Context: an optimization exercise on an open-source flow, tuned for small area, a short achievable clock period and few clock cycles. The choices shown serve that exercise and are no tape-out recipe. Function was checked by simulation only, so behaviour that the tests miss may differ from the original. Power is estimated from default activity; no workload was simulated.

## pifo_top
module pifo_top (
    input  logic        i_clk,
    input  logic        i_arst_n,
    input  logic        i_req,
    input  logic        i_op,    
    input  logic [15:0] i_data,
    output logic        o_ack,
    output logic [15:0] o_data
);
For scale: ~7900 cells after synthesis, roughly 1500 flip-flops, roughly 37 I/O pins.
==> module pifo_top, before the edit <==
module pifo_top (
    input  logic        i_clk,
    input  logic        i_arst_n,
    input  logic        i_req,
    input  logic        i_op,    
    input  logic [15:0] i_data,
    output logic        o_ack,
    output logic [15:0] o_data
);
    localparam int N = pifo_pkg::CAP;
    logic             ack_q;      
    logic             nack_q;     
    logic             push_q;     
    logic             pop_q;      
    logic             rst_q;      
    pifo_pkg::value_t x_q;        
    pifo_pkg::value_t nx_q;       
    pifo_pkg::value_t res_q;      
    pifo_pkg::value_t data_q;     
    pifo_pkg::value_t v     [N+1];
    logic             gt_q  [N];   
    always_ff @(posedge i_clk or negedge i_arst_n) begin
        if (!i_arst_n) begin
            ack_q  <= 1'b0;
            nack_q <= 1'b1;
            push_q <= 1'b0;
            pop_q  <= 1'b0;
        end else begin
            ack_q  <= i_req;
            nack_q <= !i_req;
            push_q <= i_req && nack_q && (i_op == pifo_pkg::OP_PUSH);
            pop_q  <= i_req && nack_q && (i_op == pifo_pkg::OP_POP);
        end
    end
    always_ff @(posedge i_clk) begin
        rst_q <= !i_arst_n;
        if (!i_arst_n) begin
            x_q <= pifo_pkg::EMPTY_VALUE;  
        end else if (nack_q) begin
            x_q <= i_data;
        end
        nx_q <= ~i_data;  
        if (nack_q && i_req) begin
            res_q <= gt_q[0] ? x_q : v[0];
        end
        data_q <= nack_q ? (gt_q[0] ? x_q : v[0]) : res_q;
    end
    assign o_ack  = ack_q;
    assign o_data = data_q;
    assign v[N]     = pifo_pkg::EMPTY_VALUE;
    for (genvar i = 0; i < N; i++) begin : g_ent
        logic             gt_l;
        pifo_pkg::value_t v_l;
        if (i == 0) begin : g_first
            assign gt_l    = 1'b0;
            assign v_l     = x_q;
        end else begin : g_rest
            assign gt_l    = gt_q[i-1];
            assign v_l     = v[i-1];
        end
        logic sel_up, sel_lo, sel_x, sel_hold;
        assign sel_up   = pop_q & ~gt_q[i];  
        assign sel_lo   = gt_l;
        assign sel_x    = (gt_q[i] & ~gt_l) | rst_q;
        assign sel_hold = ~(pop_q | gt_q[i] | rst_q);
        logic gt;
        pifo_level u_cmp (
            .i_a  (v[i]),
            .i_nb (nx_q),
            .o_gt (gt)
        );
        pifo_pkg::value_t v_d;
        for (genvar b = 0; b < pifo_pkg::VALUE_W; b++) begin : g_bit
            pifo_node_ram u_mux (
                .i_sel_up   (sel_up),
                .i_up       (v[i+1][b]),
                .i_sel_lo   (sel_lo),
                .i_lo       (v_l[b]),
                .i_sel_x    (sel_x),
                .i_x        (x_q[b]),
                .i_sel_hold (sel_hold),
                .i_hold     (v[i][b]),
                .o_d        (v_d[b])
            );
        end
        always_ff @(posedge i_clk) begin
            gt_q[i] <= push_q & gt;
            v[i]    <= v_d;
        end
    end
endmodule
export LEC_CHECK = 0
export CAP_MARGIN = 20
export CORE_MARGIN = 2
export CORE_UTILIZATION = 40
export CTS_CLUSTER_DIAMETER = 100
export CTS_CLUSTER_SIZE = 20
export GPL_ROUTABILITY_DRIVEN = 1
export PLACE_DENSITY = 0.52
export SLEW_MARGIN = 20
create_clock -name core_clock -period 9.0 [get_ports {i_clk}]
standard.sh (not shown) runs the stock make flow with config.mk's settings and CLKGATE_MAP_FILE= SYNTH_SCRIPT=/design/flow/synth_recipe.tcl, a recipe that flattens the netlist after the stock synthesis.
==> flow/flow/run.sh <==
#!/bin/bash
# The standard layout with two changes to how it is made (the constraints are unchanged):
#  - synthesis maps the logic with a shorter ABC script (one SOP-balancing pass, then
#    delay-oriented mapping with 30% delay relaxation for area recovery), from
#    flow/abc_speed.script, in place of ORFS.s script with five balancing passes;
#    registers are mapped before ABC runs, so they are the standard synthesis's;
#  - timing repair treats any path with less than SETUP_SLACK_MARGIN ns of slack as failing,
#    so it aims at a shorter clock period than the design's, on every such path.
set -euo pipefail
rm -rf scripts_abc
cp -r "$FLOW_HOME/scripts" scripts_abc
cp flow/abc_speed.script scripts_abc/abc_speed.script
bash standard.sh SCRIPTS_DIR="$PWD/scripts_abc" SETUP_SLACK_MARGIN=5.9 TNS_END_PERCENT=100 finish > standard.log 2>&1
==> flow/flow/abc_speed.script <==
strash
&get -n
&fraig -x
&put
dc2
strash
&get -n
&dch -f
&nf
&st
&syn2
&if -g -K 6
&synch2
&nf -R 30
&put
The starting point completed with no timing, DRC or antenna violations.
Testbench counts at the start, summed over its fixed seeds: cycles 10,240.
Then changed:
--- a/flow/design.v
+++ b/flow/design.v
@@ -53,7 +53,6 @@
     logic             nack_q;     
     logic             push_q;     
     logic             pop_q;      
-    logic             rst_q;      
     pifo_pkg::value_t x_q;        
     pifo_pkg::value_t nx_q;       
     pifo_pkg::value_t res_q;      
@@ -74,7 +73,6 @@
         end
     end
     always_ff @(posedge i_clk) begin
-        rst_q <= !i_arst_n;
         if (!i_arst_n) begin
             x_q <= pifo_pkg::EMPTY_VALUE;  
         end else if (nack_q) begin
@@ -102,8 +100,8 @@
         logic sel_up, sel_lo, sel_x, sel_hold;
         assign sel_up   = pop_q & ~gt_q[i];  
         assign sel_lo   = gt_l;
-        assign sel_x    = (gt_q[i] & ~gt_l) | rst_q;
-        assign sel_hold = ~(pop_q | gt_q[i] | rst_q);
+        assign sel_x    = (gt_q[i] & ~gt_l) | ~i_arst_n;
+        assign sel_hold = ~(pop_q | gt_q[i] | ~i_arst_n);
         logic gt;
         pifo_level u_cmp (
             .i_a  (v[i]),
Effect:
- The new run went through all stages and came out clean
- final cell count increases slightly
- total power is higher slightly
- setup slack got worse by 93 ps
- via count increases slightly
- sequential power grows slightly
- wire length came out higher by a few percent
- core utilization goes up by 0.40 points
Testbench counts after the change, summed over its fixed seeds: cycles 10,240.

re-timing with driven ports:
The flow's constraints put no driver on any port. The routed layouts listed below were extracted and timed again, unchanged, in two steps.
Step 1 sets driving cells, clkbuf_16 on the clock port and buf_2 on the other inputs (assumed; they add their load-dependent delay and slew).
Step 2 times the ports against the registers' clock, not the clock port: input delays grow and output delays shrink by t, the midpoint of the rising clock arrivals with the driver on.
Slacks: ideal ports / drivers / drivers and shift; pairs: ideal ports / drivers.
run	t, ns	setup slack, ns	latest minus earliest clock arrival (ns)	slew at the worst register clock pin (ns)	worst slew at a driven data input, ns
the first run	0.819	5.962 / 5.895 / 5.735	0.033 / 0.033	0.10 / 0.10	0.07
the second run	0.813	5.870 / 5.865 / 5.092	0.027 / 0.026	0.10 / 0.10	0.15
After both steps setup and hold are still met in every run listed. The setup slack of the second run, which loses most, moves by -0.005 ns with the drivers and by -0.778 ns with both steps.
